Source: an optimization exercise on an open RTL-to-GDS flow (aim: small area and a short achievable clock period). Production flows keep margins and buffers that such runs may drop. At most, simulation tests tie the RTL to the original design; equivalence was not proved. The RTL of run 1 was laid out without a check of its function. Power and IR drop assume default switching activity.

==> design/flow/design.v <==
package backend_pkg;
    localparam int WORD_W = 16;
    localparam int REG_N  = 4;
    localparam int IMM_W  = 8;
    typedef logic [WORD_W-1:0]        word_t;
    typedef logic [$clog2(REG_N)-1:0] reg_idx_t;
    typedef enum logic [3:0] {
        ADD, SUB, AND, ORR, NOT, TCP, SHL, SHR,
        LHI, ADI, LWD, SWD, WWD, HLT
    } op_t;
    typedef struct packed {
        logic             valid;
        op_t              op;
        reg_idx_t         rs;
        reg_idx_t         rt;
        reg_idx_t         rd;
        logic [IMM_W-1:0] imm;
    } issue_t;
    typedef struct packed {
        word_t    alu_result;  
        word_t    r_data1;     
        word_t    r_data2;     
        reg_idx_t rd;
        logic     mem_read;
        logic     mem_write;
        logic     reg_write;
        logic     mem_to_reg;
        logic     is_wwd;
        logic     is_done;
    } ex_mem_t;
    typedef struct packed {
        word_t    wb_data;
        word_t    wwd_data;
        reg_idx_t rd;
        logic     reg_write;
        logic     is_wwd;
        logic     is_done;
    } mem_wb_t;
endpackage
module reg_file (
    input  logic                  clk,
    input  logic                  rst,
    input  backend_pkg::reg_idx_t rs,
    input  backend_pkg::reg_idx_t rt,
    output backend_pkg::word_t    rs_data,
    output backend_pkg::word_t    rt_data,
    input  logic                  wr_en,
    input  backend_pkg::reg_idx_t wr_idx,
    input  backend_pkg::word_t    wr_data
);
    backend_pkg::word_t regs [0:backend_pkg::REG_N-1];
    always_ff @(posedge clk) begin
        if (rst) begin
            for (int i = 0; i < backend_pkg::REG_N; i++) begin
                regs[i] <= '0;
            end
        end else if (wr_en) begin
            regs[wr_idx] <= wr_data;
        end
    end
    assign rs_data = regs[rs];
    assign rt_data = regs[rt];
endmodule
module exec_unit (
    input  logic [3:0]            op,
    input  logic [7:0]            imm,
    input  backend_pkg::word_t    rs_data,
    input  backend_pkg::word_t    rt_data,
    input  logic                  fwd_a,     
    input  logic                  fwd_b,     
    input  backend_pkg::word_t    fwd_data,
    output backend_pkg::word_t    op_b,
    output backend_pkg::word_t    sum,       
    output backend_pkg::word_t    result     
);
    function automatic backend_pkg::word_t carries(input backend_pkg::word_t g, input backend_pkg::word_t p);
        backend_pkg::word_t gg;
        backend_pkg::word_t pp;
        gg = g;
        pp = p;
        for (int d = 1; d < 16; d = d * 2) begin
            for (int i = 15; i >= d; i--) begin
                gg[i] = gg[i] | (pp[i] & gg[i-d]);
                pp[i] = pp[i] & pp[i-d];
            end
        end
        carries = {gg[14:0], 1'b0};
    endfunction
    backend_pkg::word_t op_a;
    backend_pkg::word_t imm_sext;
    backend_pkg::word_t x;
    backend_pkg::word_t y;
    logic is_add, is_sub, is_and, is_orr, is_not, is_tcp, is_shl, is_shr, is_lhi, is_imm;
    always_comb begin
        is_add = (op == 4'd0);
        is_sub = (op == 4'd1);
        is_and = (op == 4'd2);
        is_orr = (op == 4'd3);
        is_not = (op == 4'd4);
        is_tcp = (op == 4'd5);
        is_shl = (op == 4'd6);
        is_shr = (op == 4'd7);
        is_lhi = (op == 4'd8);
        is_imm = (op == 4'd9) || (op == 4'd10) || (op == 4'd11);  
    end
    assign op_a = fwd_a ? fwd_data : rs_data;
    assign op_b = fwd_b ? fwd_data : rt_data;
    assign imm_sext = {{8{imm[7]}}, imm};
    backend_pkg::word_t g;
    backend_pkg::word_t p;
    assign x = is_sub ? ~op_a : op_a;
    always_comb begin
        y = '0;
        if (is_add || is_sub) y = op_b;
        if (is_imm) y = imm_sext;
        if (is_tcp) y = 16'hffff;
    end
    assign p = x ^ y;
    assign g = ({16{is_add}} & op_a & op_b) | ({16{is_sub}} & ~op_a & op_b)
             | ({16{is_imm}} & op_a & imm_sext) | ({16{is_tcp}} & op_a);
    assign sum = p ^ carries(g, p) ^ {16{is_sub | is_tcp}};
    always_comb begin
        if (is_add || is_sub || is_tcp || is_imm) result = sum;
        else if (is_and) result = op_a & op_b;
        else if (is_orr) result = op_a | op_b;
        else if (is_not) result = ~op_a;
        else if (is_shl) result = {op_a[14:0], 1'b0};
        else if (is_shr) result = {op_a[15], op_a[15:1]};
        else if (is_lhi) result = {imm, 8'h00};
        else result = op_a;                       
    end
endmodule
module data_mem (
    input  logic        clk,
    input  logic [3:0]  sel0,
    input  logic [3:0]  sel1,
    input  logic [3:0]  sel2,
    input  logic [3:0]  rsel3,    
    input  logic [3:0]  wsel3,    
    input  backend_pkg::word_t wr_data,
    output backend_pkg::word_t rd_data
);
    logic [255:0] rd_line;
    logic [255:0] wr_line;
    logic [256*backend_pkg::WORD_W-1:0] words;    
    for (genvar w = 0; w < 256; w++) begin : g_line
        assign rd_line[w] = sel0[w % 4] & sel1[(w / 4) % 4] & sel2[(w / 16) % 4] & rsel3[w / 64];
        assign wr_line[w] = sel0[w % 4] & sel1[(w / 4) % 4] & sel2[(w / 16) % 4] & wsel3[w / 64];
    end
    always_ff @(posedge clk) begin
        for (int w = 0; w < 256; w++) begin
            if (wr_line[w]) begin
                words[backend_pkg::WORD_W*w +: backend_pkg::WORD_W] <= wr_data;
            end
        end
    end
    always_comb begin
        rd_data = '0;
        for (int w = 0; w < 256; w++) begin
            rd_data = rd_data | ({backend_pkg::WORD_W{rd_line[w]}} & words[backend_pkg::WORD_W*w +: backend_pkg::WORD_W]);
        end
    end
endmodule
module cpu_backend (
    input  logic               clk,
    input  logic               rst,
    input  logic               issue_valid,
    input  logic [3:0]         issue_op,
    input  logic [1:0]         issue_rs,
    input  logic [1:0]         issue_rt,
    input  logic [1:0]         issue_rd,
    input  logic [7:0]         issue_imm,
    input  logic               flush,
    output logic               wwd_valid,
    output backend_pkg::word_t wwd_data,
    output logic               done
);
    logic               ex_wr;       
    logic               ex_wwd;
    logic               ex_hlt;
    logic [1:0]         ex_rd;
    backend_pkg::word_t ex_res;      
    backend_pkg::word_t ex_b;        
    logic [3:0]         ex_sel0, ex_sel1, ex_sel2;
    logic [3:0]         ex_rsel3;    
    logic [3:0]         ex_wsel3;    
    backend_pkg::word_t rs_data, rt_data, op_b, sum, result;
    backend_pkg::word_t mem_rd_data;
    backend_pkg::word_t mem_result;
    logic accept;
    logic is_ld, is_st, is_wr;
    assign accept = issue_valid & ~flush;
    assign is_ld  = (issue_op == 4'd10);
    assign is_st  = (issue_op == 4'd11);
    assign is_wr  = (issue_op <= 4'd10);
    assign mem_result = mem_rd_data | ex_res;
    reg_file u_reg_file (
        .clk     (clk),
        .rst     (rst),
        .rs      (issue_rs),
        .rt      (issue_rt),
        .rs_data (rs_data),
        .rt_data (rt_data),
        .wr_en   (ex_wr),
        .wr_idx  (ex_rd),
        .wr_data (mem_result)
    );
    exec_unit u_exec_unit (
        .op       (issue_op),
        .imm      (issue_imm),
        .rs_data  (rs_data),
        .rt_data  (rt_data),
        .fwd_a    (ex_wr && ex_rd == issue_rs),
        .fwd_b    (ex_wr && ex_rd == issue_rt),
        .fwd_data (mem_result),
        .op_b     (op_b),
        .sum      (sum),
        .result   (result)
    );
    function automatic logic [3:0] onehot2(input logic [1:0] v);
        onehot2 = 4'b0001 << v;
    endfunction
    always_ff @(posedge clk) begin
        if (rst) begin
            ex_wr    <= 1'b0;
            ex_wwd   <= 1'b0;
            ex_hlt   <= 1'b0;
            ex_wsel3 <= '0;
        end else begin
            ex_wr    <= accept & is_wr;
            ex_wwd   <= accept & (issue_op == 4'd12);
            ex_hlt   <= accept & (issue_op == 4'd13);
            ex_wsel3 <= (accept & is_st) ? onehot2(sum[7:6]) : 4'b0000;
        end
    end
    always_ff @(posedge clk) begin
        ex_rd    <= issue_rd;
        ex_res   <= is_ld ? '0 : result;
        ex_b     <= op_b;
        ex_sel0  <= onehot2(sum[1:0]);
        ex_sel1  <= onehot2(sum[3:2]);
        ex_sel2  <= onehot2(sum[5:4]);
        ex_rsel3 <= is_ld ? onehot2(sum[7:6]) : 4'b0000;
    end
    data_mem u_data_mem (
        .clk     (clk),
        .sel0    (ex_sel0),
        .sel1    (ex_sel1),
        .sel2    (ex_sel2),
        .rsel3   (ex_rsel3),
        .wsel3   (ex_wsel3),
        .wr_data (ex_b),
        .rd_data (mem_rd_data)
    );
    always_ff @(posedge clk) begin
        if (rst) begin
            wwd_valid <= 1'b0;
            done      <= 1'b0;
        end else begin
            wwd_valid <= ex_wwd;
            done      <= ex_hlt;
        end
    end
    always_ff @(posedge clk) begin
        wwd_data <= ex_res;    
    end
endmodule
module backend_top (
    input  logic        clk,
    input  logic        rst,           
    input  logic        issue_valid,
    input  logic [3:0]  issue_op,
    input  logic [1:0]  issue_rs,
    input  logic [1:0]  issue_rt,
    input  logic [1:0]  issue_rd,
    input  logic [7:0]  issue_imm,
    input  logic        flush,
    output logic        wwd_valid,
    output logic [15:0] wwd_data,
    output logic        done
);
    cpu_backend u_cpu_backend (
        .clk         (clk),
        .rst         (rst),
        .issue_valid (issue_valid),
        .issue_op    (issue_op),
        .issue_rs    (issue_rs),
        .issue_rt    (issue_rt),
        .issue_rd    (issue_rd),
        .issue_imm   (issue_imm),
        .flush       (flush),
        .wwd_valid   (wwd_valid),
        .wwd_data    (wwd_data),
        .done        (done)
    );
endmodule
==> design/flow/run.sh <==
#!/bin/bash
# synth_recipe.tcl (not shown) runs the flow's synth.tcl, then flattens the netlist and writes it again
# the make line also repeats each setting of config.mk as NAME=value (left out here)
make -C /OpenROAD-flow-scripts/flow DESIGN_CONFIG=/design/flow/config.mk WORK_HOME=/design/flow/orfs CLKGATE_MAP_FILE= SYNTH_SCRIPT=/design/flow/synth_recipe.tcl finish
==> design/flow/config.mk <==
export PLATFORM = sky130hd
export DESIGN_NAME = backend_top
export DESIGN_NICKNAME = backend_top
export VERILOG_FILES = /design/flow/design.v
export SDC_FILE = /design/flow/constraint.sdc
export NUM_CORES = 4
export LEC_CHECK = 0
export CAP_MARGIN = 30
export CORE_MARGIN = 2
export CORE_UTILIZATION = 70
export SETUP_SLACK_MARGIN = 3.5
export SLEW_MARGIN = 40
export SYNTH_MEMORY_MAX_BITS = 8192
==> design/flow/constraint.sdc <==
create_clock -name core_clock -period 7.5 [get_ports {clk}]
set_input_delay 1.5000 -clock core_clock [delete_from_list [all_inputs] [get_ports {clk}]]
set_output_delay 1.5000 -clock core_clock [all_outputs]
set_load 0.01 [all_outputs]
==> results of run 1 <==
-- how the worst min path moves through the flow --
stage | slack (ns) | start | depth (start not counted) | endpoint
after CTS | 0.40 | u_cpu_backend.ex_res[5] | 0 | u_cpu_backend.wwd_data[5]
after detailed placement | 0.39 | u_cpu_backend.ex_res[5] | 0 | u_cpu_backend.wwd_data[5]
after global placement | 0.39 | u_cpu_backend.ex_res[6] | 0 | u_cpu_backend.wwd_data[6]
after floorplan | 0.33 | u_cpu_backend.ex_res[10] | 0 | u_cpu_backend.wwd_data[10]
-- kinds of logic after synthesis --
family / count (synthesis) / share of synthesized area (%)
muxes: 45 / 0.548
xor gates and xnor gates: 49 / 0.280
AOI/OAI and AO/OA: 2346 / 12.0
DFF: 4235 / 80.0
adders and majority gates: 16 / 0.127
and+or+nand+nor: 1411 / 5.16
buffers and inverters: 719 / 1.87
-- power groups by stage --
| stage | clock network [mW] | logic (mW) | registers [mW] |
|---|---|---|---|
| after floorplan | 0 | 1.02 | 27.4 |
| after global placement | 0 | 2.62 | 27.5 |
| after detailed placement | 0 | 2.73 | 27.5 |
| after CTS | 19.8 | 3.76 | 26.8 |
-- what timing repair did --
action,4_1_cts
cloned,11
resized for setup,828
pin swaps,207
hold buffers,0
hold endpoints to repair,0
setup buffers,203
setup endpoints to repair,116
-- per-stage QoR --
stage	utilization (%)	hold slack, ns	setup TNS, ns	worst slack [ns]
2_1_floorplan	-	0.331	0	2.68
3_3_place_gp	75.4	0.385	-0.383	-0.119
3_5_place_dp	76.2	0.386	0	0.319
4_1_cts	84.5	0.395	0	1.75
-- per-layer routing --
| metal | GRT overflow | global-route usage (%) |
|---|---|---|
| met1 | 2333 | 99.8 |
| met2 | 5284 | 108 |
| met3 | 1624 | 96.7 |
| met4 | 2290 | 100 |
| met5 | 193 | 88.2 |
==> results.yml, run 1 <==
run_status:
  status: "aborted with a tool error"
  haltStage: "global routing (5_1_grt)"
  error: "[ERROR GRT-0116] Global routing finished with congestion. Check the congestion regions in the DRC Viewer."
logic_synthesis:
  synth_cells: 8821
  synthTopCellsByCount: "4160 x edfxtp_1, 684 x a22oi_1, 629 x a22o_1"
  synth_area_leaders: "edfxtp_1 79%, a22o_1 3.5%, a221oi_1 3.4%, a22oi_1 3.3%, clkbuf_1 1.4%"
  ys_seq_elements: 4235
  postSynth.asyncResetShare_pct: 0
  ys_seq_area_share_pct: 80.0
  synth_top_area_share_pct: 79.1
  syn_avg_cell_area_sq_um: 17.9
  ys_types: 87
  synth_most_common_cell: "edfxtp_1"
  synth_fp_nets: 8859
  syn-cell-area_sq_um: 158000
  synth-edff-count: 4160
  yosysWarnings: 4
  yosys_most_used_dff: "edfxtp_1"
  synth_top_area_cell: "edfxtp_1"
global_routing:
  grt_pass1_wl_mm: 1520
  gr-total-overflow: 11724
  grt.total_usage_pct: 101
  grt_max_degree: 160
  first_global_vias: 141207
place:
  place_area_sq_um: 171000
  dp.cells: 12252
  dp.final_hpwl_mm: 682
  io_buffers: 39
  gp_congestion: 1.41
clocking:
  cts_buffers: 413
  htreeDepth: 5
  clock-sinks: 4235
  cts_buffer_depth: 4
  cts_root_buf: "clkbuf_16"
floorplanning:
  start_util_pct: 70.3
  chipHeight_um: 479
  die_x_um: 479
  core.rowCount: 174
  pin_count: 40
==> inputs of run 2 (changes only) <==
--- a/design/flow/design.v
+++ b/design/flow/design.v
@@ -132,21 +132,22 @@
 endmodule
 module data_mem (
     input  logic        clk,
-    input  logic [3:0]  sel0,
-    input  logic [3:0]  sel1,
-    input  logic [3:0]  sel2,
-    input  logic [3:0]  rsel3,    
-    input  logic [3:0]  wsel3,    
+    input  logic [15:0] lo,
+    input  logic [15:0] rhi,      
+    input  logic [15:0] whi,      
     input  backend_pkg::word_t wr_data,
     output backend_pkg::word_t rd_data
 );
     logic [255:0] rd_line;
     logic [255:0] wr_line;
     logic [256*backend_pkg::WORD_W-1:0] words;    
-    for (genvar w = 0; w < 256; w++) begin : g_line
-        assign rd_line[w] = sel0[w % 4] & sel1[(w / 4) % 4] & sel2[(w / 16) % 4] & rsel3[w / 64];
-        assign wr_line[w] = sel0[w % 4] & sel1[(w / 4) % 4] & sel2[(w / 16) % 4] & wsel3[w / 64];
-    end
+    mem_lines u_mem_lines (
+        .lo      (lo),
+        .rhi     (rhi),
+        .whi     (whi),
+        .rd_line (rd_line),
+        .wr_line (wr_line)
+    );
     always_ff @(posedge clk) begin
         for (int w = 0; w < 256; w++) begin
             if (wr_line[w]) begin
@@ -161,6 +162,18 @@
         end
     end
 endmodule
+module mem_lines (
+    input  logic [15:0]  lo,
+    input  logic [15:0]  rhi,
+    input  logic [15:0]  whi,
+    output logic [255:0] rd_line,
+    output logic [255:0] wr_line
+);
+    for (genvar w = 0; w < 256; w++) begin : g_line
+        assign rd_line[w] = lo[w % 16] & rhi[w / 16];
+        assign wr_line[w] = lo[w % 16] & whi[w / 16];
+    end
+endmodule
 module cpu_backend (
     input  logic               clk,
     input  logic               rst,
@@ -181,9 +194,9 @@
     logic [1:0]         ex_rd;
     backend_pkg::word_t ex_res;      
     backend_pkg::word_t ex_b;        
-    logic [3:0]         ex_sel0, ex_sel1, ex_sel2;
-    logic [3:0]         ex_rsel3;    
-    logic [3:0]         ex_wsel3;    
+    logic [15:0]        ex_lo;       
+    logic [15:0]        ex_rhi;      
+    logic [15:0]        ex_whi;      
     backend_pkg::word_t rs_data, rt_data, op_b, sum, result;
     backend_pkg::word_t mem_rd_data;
     backend_pkg::word_t mem_result;
@@ -217,38 +230,34 @@
         .sum      (sum),
         .result   (result)
     );
-    function automatic logic [3:0] onehot2(input logic [1:0] v);
-        onehot2 = 4'b0001 << v;
+    function automatic logic [15:0] onehot4(input logic [3:0] v);
+        onehot4 = 16'h0001 << v;
     endfunction
     always_ff @(posedge clk) begin
         if (rst) begin
             ex_wr    <= 1'b0;
             ex_wwd   <= 1'b0;
             ex_hlt   <= 1'b0;
-            ex_wsel3 <= '0;
+            ex_whi   <= '0;
         end else begin
             ex_wr    <= accept & is_wr;
             ex_wwd   <= accept & (issue_op == 4'd12);
             ex_hlt   <= accept & (issue_op == 4'd13);
-            ex_wsel3 <= (accept & is_st) ? onehot2(sum[7:6]) : 4'b0000;
+            ex_whi   <= (accept & is_st) ? onehot4(sum[7:4]) : 16'h0000;
         end
     end
     always_ff @(posedge clk) begin
         ex_rd    <= issue_rd;
         ex_res   <= is_ld ? '0 : result;
         ex_b     <= op_b;
-        ex_sel0  <= onehot2(sum[1:0]);
-        ex_sel1  <= onehot2(sum[3:2]);
-        ex_sel2  <= onehot2(sum[5:4]);
-        ex_rsel3 <= is_ld ? onehot2(sum[7:6]) : 4'b0000;
+        ex_lo    <= onehot4(sum[3:0]);
+        ex_rhi   <= is_ld ? onehot4(sum[7:4]) : 16'h0000;
     end
     data_mem u_data_mem (
         .clk     (clk),
-        .sel0    (ex_sel0),
-        .sel1    (ex_sel1),
-        .sel2    (ex_sel2),
-        .rsel3   (ex_rsel3),
-        .wsel3   (ex_wsel3),
+        .lo      (ex_lo),
+        .rhi     (ex_rhi),
+        .whi     (ex_whi),
         .wr_data (ex_b),
         .rd_data (mem_rd_data)
     );
--- a/design/flow/config.mk
+++ b/design/flow/config.mk
@@ -7,7 +7,9 @@
 export LEC_CHECK = 0
 export CAP_MARGIN = 30
 export CORE_MARGIN = 2
-export CORE_UTILIZATION = 70
+export CORE_UTILIZATION = 40
 export SETUP_SLACK_MARGIN = 3.5
 export SLEW_MARGIN = 40
+export SYNTH_HIERARCHICAL = 1
 export SYNTH_MEMORY_MAX_BITS = 8192
+export SYNTH_MINIMUM_KEEP_SIZE = 0
==> run 2 against run 1 <==
The run now finishes clean. Synthesized cell count shrank 3.3%. Area after synthesis grew 0.98%.
==> results.yml, run 2 <==
clocking:
  cts_buffer_depth: 4
  clkLatencyLatePin_ns: 0.99
  clock-sinks: 4263
  htreeDepth: 5
  cts_buffers: 422
  cts_root_buf: "clkbuf_16"
  cts_tree: "done"
  path_clk_slew_ns: 0.07
  holdBufCountCts: 0
timing:
  fmax_ghz: 0.175
  hold_viol: 0
  skew_ns: 0.0802
  post-route-period-util_pct: 76.2
  finalWorstSetupSlack_ns: 1.78
  final-max-slew-violation-count: 0
  setup_viol: 0
  rsz0062_at_grt: "true"
  relSlewSlack_pct: 36.5
  worst_pin_slew_ns: 0.949
  period_minus_slack_ns: 5.72
  fin_tns_setup_ns: 0
drt:
  avgRoutedWirePerCell_um: 32.1
  ant_nets: 0
  drt-met1-wl_mm: 180
  dr.pass1.iters: 8
  dr_wl_met2_mm: 215
  top_layer: "met5"
  vias_per_cell: 6.20
  route.met3.wl_mm: 45.3
  drt_iter0_drc: 12380
  routed-via-count: 89208
  drc: 0
  drt_wl_total_mm: 462
global_routing:
  grt.total_usage_pct: 22.0
  first_global_vias: 85467
  antenna_found_initial: 39
  grt_pass1_wl_mm: 649
  gr-total-overflow: 0
  grt_max_degree: 173
setup_path:
  max_stage_delay_ns: 0.61
  cp_num_buf_inv: 4
  worstPathArrival_ns: 6.60
  cp_max_fo: 18
  crit_family: "simple AND/OR/NAND/NOR gates"
  cp.required_ns: 8.39
  path_cells: "buf_4 -> and2_4 -> a22o_1 -> a221oi_4 -> nand4_1 -> nor4_4 -> buf_4 -> nand4_1 -> or2_4 -> mux2_4 -> inv_4 -> ha_4 -> xnor2_4 -> a221oi_4 -> o2111ai_4 -> a31oi_4 -> xnor2_4 -> or2_4 -> buf_6 -> nor4_2"
  crit_type: "reg -> reg"
  cp-start-kind: "register"
  slowest_stage: "nor4_4"
  endpoint_kind: "register"
final_layout:
  instances_no_fill: 14392
  fill_cells: 32682
  top_register: "u_cpu_backend.u_data_mem.words"
  largest_reg_flops: 4096
  final_nets: 8791
  fin_util_pct: 46.7
  reg_top3: "u_cpu_backend.u_data_mem.words: 4096 flops, u_cpu_backend.u_reg_file.regs: 64 flops"
  area_delta_synth_final_pct: 16.0
  final_cell_mix: "4160 x edfxtp_1, 1017 x a22o_1, 765 x a221oi_1"
  mostFrequentLayoutCell: "edfxtp_1"
  drive_above_1_share_pct: 22.1
place:
  gp_congestion: 0.913
  dp.final_hpwl_mm: 278
  dp.cells: 13369
  io_buffers: 39
  place_ws_ns: 0.372
floorplanning:
  die_area_sq_um: 404000
  core_sq_um: 397000
  pin_count: 40
  die_x_um: 636
  chipHeight_um: 636
  start_util_pct: 40.2
  core.rowCount: 231
worst_hold_path:
  hold_path.class: "reg -> reg"
logic_synthesis:
  synth_fp_nets: 8570
  yosysWarnings: 10
  syn-cell-area_sq_um: 160000
  synth_cells: 8532
  syn_avg_cell_area_sq_um: 18.7
power:
  ir_drop_uv: 199
  finalPower_mw: 49.9
  p_leak_nw: 58.8
  p_per_area_nw_per_um2: 270
run:
  cap_violations: 0
run_status:
  status: "timing/DRC/antenna clean"
==> run 2: final timing paths <==
check	start	endpoint	slack, ns	cells after the start
max	u_cpu_backend.ex_lo[10]	u_cpu_backend.ex_whi[0]	1.78	20
min reg2reg	u_cpu_backend.ex_res[10]	u_cpu_backend.wwd_data[10]	0.39	0
max reg2reg	u_cpu_backend.ex_lo[10]	u_cpu_backend.ex_whi[0]	1.78	20
min	u_cpu_backend.ex_res[10]	u_cpu_backend.wwd_data[10]	0.39	0
==> run 2: layout make-up <==
cell class	count	area [sq um]	area share, %
inverters	33	141	0.0764
multi-input cells	3588	32800	17.7
clock inverters	239	2230	1.20
flip-flops and latches	4263	127000	68.7
clock buffers	534	11200	6.07
diodes	48	120	0.0649
repair buffers	445	4760	2.57
well taps	5242	6560	3.54
==> run 2: power breakdown <==
group	internal, mW	switching (mW)
combinational	0.727	1.66
sequential	26.6	0.268
clock	11.7	8.90
total	39.1	10.8
==> run 2: stage by stage <==
step	hold WS, ns	instance area, sq um
after floorplan	0.324	160000
after global placement	0.390	164000
after detailed placement	0.389	165000
after CTS	0.396	183000
after global routing	0.388	185000
final	0.393	185000
==> run 2: timing repair <==
action,in CTS,in global routing
pin swaps,157,123
cloned,7,3
gates resized for setup,828,136
setup buffers,122,55
hold endpoints to repair,0,0
endpoints found under the setup margin,144,68
==> run 2: routing by layer <==
| metal | track usage (%) | vias up |
|---|---|---|
| met5 | 0 | - |
| met1 | 30.1 | 46613 |
| li1 | - | 36743 |
| met3 | 4.17 | 870 |
| met2 | 34.8 | 4972 |
| met4 | 8.83 | 10 |
==> inputs of run 3 (changes only) <==
--- a/design/flow/config.mk
+++ b/design/flow/config.mk
@@ -7,7 +7,7 @@
 export LEC_CHECK = 0
 export CAP_MARGIN = 30
 export CORE_MARGIN = 2
-export CORE_UTILIZATION = 40
+export CORE_UTILIZATION = 50
 export SETUP_SLACK_MARGIN = 3.5
 export SLEW_MARGIN = 40
 export SYNTH_HIERARCHICAL = 1
==> run 3 against run 2 <==
Non-clock buffer count down 36. Die area is 20% lower. Utilization grew 11 points. Clock skew is 0.021 ns lower. Critical path depth up 1. Critical endpoint is now u_cpu_backend.ex_res[14]. Area after synthesis stayed put. Via count shrank 0.42%. Sequential power barely moved.
==> results.yml, run 3 <==
run_status:
  status: "timing/DRC/antenna clean"
final_layout:
  fin_util_pct: 57.6
  area_delta_synth_final_pct: 14.8
  fill_cells: 23175
  largest_reg_flops: 4096
  final_nets: 8758
  final_cell_mix: "4160 x edfxtp_1, 1017 x a22o_1, 749 x a221oi_1"
  reg_top3: "u_cpu_backend.u_data_mem.words: 4096 flops, u_cpu_backend.u_reg_file.regs: 64 flops"
  instances_no_fill: 13304
  mostFrequentLayoutCell: "edfxtp_1"
  top_register: "u_cpu_backend.u_data_mem.words"
  drive_above_1_share_pct: 21.8
worst_hold_path:
  hold_path.class: "reg -> reg"
  min_from: "u_cpu_backend.ex_res[2]"
setup_path:
  reg2reg_from: "u_cpu_backend.ex_rhi[10]"
  critical_path_depth: 21
  endpoint_kind: "register"
  cp_num_buf_inv: 3
  path_cells: "buf_12 -> and2_2 -> a221oi_4 -> nand4_1 -> nor4_4 -> buf_4 -> nand4_1 -> or2_4 -> mux2_4 -> inv_4 -> ha_4 -> xnor2_4 -> ha_4 -> a211oi_4 -> o211ai_1 -> a31oi_4 -> o221ai_4 -> o21ai_2 -> xnor2_1 -> a21o_1 -> and2_1"
  slowest_stage: "dfxtp_4"
  cp-start-kind: "register"
  crit_family: "compound AO/OA/AOI/OAI gates"
  crit_start: "u_cpu_backend.ex_rhi[10]"
  max_stage_delay_ns: 0.46
  reg2reg_to: "u_cpu_backend.ex_res[14]"
  cp_max_fo: 16
  cp.required_ns: 8.36
  worstPathArrival_ns: 6.35
  rrSetupSlack_ns: 2.00
  reg2regPathDepth: 21
  crit_type: "reg -> reg"
  endpoint: "u_cpu_backend.ex_res[14]"
floorplanning:
  pin_count: 40
  core_sq_um: 318000
  core.rowCount: 207
  die_area_sq_um: 324000
  chipHeight_um: 569
  start_util_pct: 50.2
  die_x_um: 569
timing:
  relSlewSlack_pct: 37.2
  hold_ws_ns: 0.389
  fin_tns_setup_ns: 0
  final-max-slew-violation-count: 0
  setup_viol: 0
  post-route-period-util_pct: 73.3
  period_minus_slack_ns: 5.50
  fmax_ghz: 0.182
  rsz0062_at_grt: "true"
  skew_ns: 0.0596
  finalWorstSetupSlack_ns: 2.00
  hold_viol: 0
  worst_pin_slew_ns: 0.942
clocking:
  cts_buffers: 429
  cts_root_buf: "clkbuf_16"
  path_clk_slew_ns: 0.06
  clkLatencyLatePin_ns: 0.99
  cts_buffer_depth: 4
  clock-sinks: 4263
  holdBufCountCts: 0
  htreeDepth: 5
  cts_tree: "done"
global_routing:
  gr-total-overflow: 0
  grt_max_degree: 161
  first_global_vias: 84457
  grt.total_usage_pct: 27.2
  grt_pass1_wl_mm: 634
  antenna_found_initial: 50
power:
  p_per_area_nw_per_um2: 274
  ir_drop_uv: 205
  combPwrFrac_pct: 4.4
  p_leak_nw: 58.6
  intPower_mw: 39.3
  p_sw_share_pct: 21.7
  seq_power_share_pct: 53.6
  p_clk_share_pct: 42.1
  power_switching_mw: 10.9
logic_synthesis:
  syn_avg_cell_area_sq_um: 18.7
  syn-cell-area_sq_um: 160000
  synth_cells: 8532
  synth_fp_nets: 8570
  yosysWarnings: 10
drt:
  drt_wl_total_mm: 454
  drt_iter0_drc: 12471
  vias_per_cell: 6.68
  routed-via-count: 88830
  drc: 0
  ant_nets: 0
  dr.pass1.iters: 6
  avgRoutedWirePerCell_um: 34.1
place:
  dp.final_hpwl_mm: 274
  gp_congestion: 0.918
  place_ws_ns: 0.897
  io_buffers: 39
  dp.cells: 12307
run:
  cap_violations: 0
==> run 3: what timing repair did <==
item,CTS,global route
gates cloned,2,4
gates resized for setup,691,171
setup buffers,98,39
setup endpoints to repair,144,71
pin swaps,162,116
==> run 3: worst min path at each step <==
stage | slack (ns) | depth (start not counted) | end
6_report | 0.39 | 0 | u_cpu_backend.wwd_data[2]
5_1_grt | 0.38 | 0 | u_cpu_backend.wwd_data[2]
4_1_cts | 0.37 | 0 | u_cpu_backend.wwd_data[2]
3_5_place_dp | 0.36 | 0 | u_cpu_backend.wwd_data[2]
3_3_place_gp | 0.35 | 0 | u_cpu_backend.wwd_data[2]
2_1_floorplan | 0.32 | 0 | u_cpu_backend.wwd_data[0]
==> run 3: worst reg2reg max path, cell delays in order, from the launching register on <==
cell	delay (ns)
dfxtp_4	0.46
buf_12	0.23
and2_2	0.43
a221oi_4	0.45
nand4_1	0.22
nor4_4	0.42
buf_4	0.18
nand4_1	0.17
or2_4	0.33
mux2_4	0.31
inv_4	0.09
ha_4	0.22
xnor2_4	0.17
ha_4	0.18
a211oi_4	0.24
o211ai_1	0.18
a31oi_4	0.37
o221ai_4	0.19
o21ai_2	0.17
xnor2_1	0.08
a21o_1	0.16
and2_1	0.13
==> run 3: per-layer routing <==
metal | track usage (%) | vias up | routed length [um]
li1 | - | 36643 | -
met5 | 0 | - | 147
met2 | 41.6 | 4926 | 210000
met3 | 5.54 | 687 | 46300
met4 | 8.88 | 22 | 15300
met1 | 39.4 | 46552 | 183000
==> run 3: area by class of cell <==
type	count	area, sq um	share of cell area, %
Antenna cell	36	90.1	0.0492
Sequential cell	4263	127000	69.4
Timing Repair Buffer	409	4250	2.32
Inverter	33	136	0.0744
Clock inverter	269	2520	1.37
Multi-Input combinational cell	3584	32400	17.7
Tap cell	4180	5230	2.85
Clock buffer	530	11400	6.22
==> run 3: metrics by stage <==
step | cell area [sq um] | total power [mW]
global placement | 163000 | 29.1
finish | 183000 | 50.2
floorplan | 160000 | 28.2
CTS | 181000 | 50.3
global route | 183000 | 51.4
detailed placement | 164000 | 29.2
==> run 3: power by group through the flow <==
| stage | Combinational (mW) | Sequential (mW) | Clock [mW] |
|---|---|---|---|
| after global placement | 1.64 | 27.5 | 0 |
| after detailed placement | 1.76 | 27.4 | 0 |
| after global routing | 2.31 | 26.9 | 22.3 |
| after CTS | 2.02 | 26.9 | 21.4 |
| after floorplan | 0.648 | 27.5 | 0 |
| final | 2.20 | 26.9 | 21.1 |

## what the ideal ports hide
The results above use ideal ports. As a check the final layouts listed here were re-extracted and re-timed, cells and wires unchanged.
Step 1 (the two cells are an assumption about what drives the block):
set clk [get_ports {clk}]
set_driving_cell -lib_cell sky130_fd_sc_hd__clkbuf_16 $clk
set_driving_cell -lib_cell sky130_fd_sc_hd__buf_2 [delete_from_list [all_inputs] $clk]
Step 2 also shifts input and output timing later by t, the mid clock arrival at the registers, as if the neighbouring blocks saw the same clock.
a / b / c = no drivers / after step 1 / after step 2; a / b = the first two.
run	t, ns	setup WS [ns]	clock arrival spread, ns
run 2	1.069	1.784 / 1.784 / 1.679	0.080 / 0.081
run 3	1.056	2.004 / 2.004 / 1.497	0.062 / 0.063
After both steps every run listed still meets setup and hold. For run 3, which loses most, drivers alone change the setup slack by 0.000 ns; drivers and shift together by -0.507 ns.
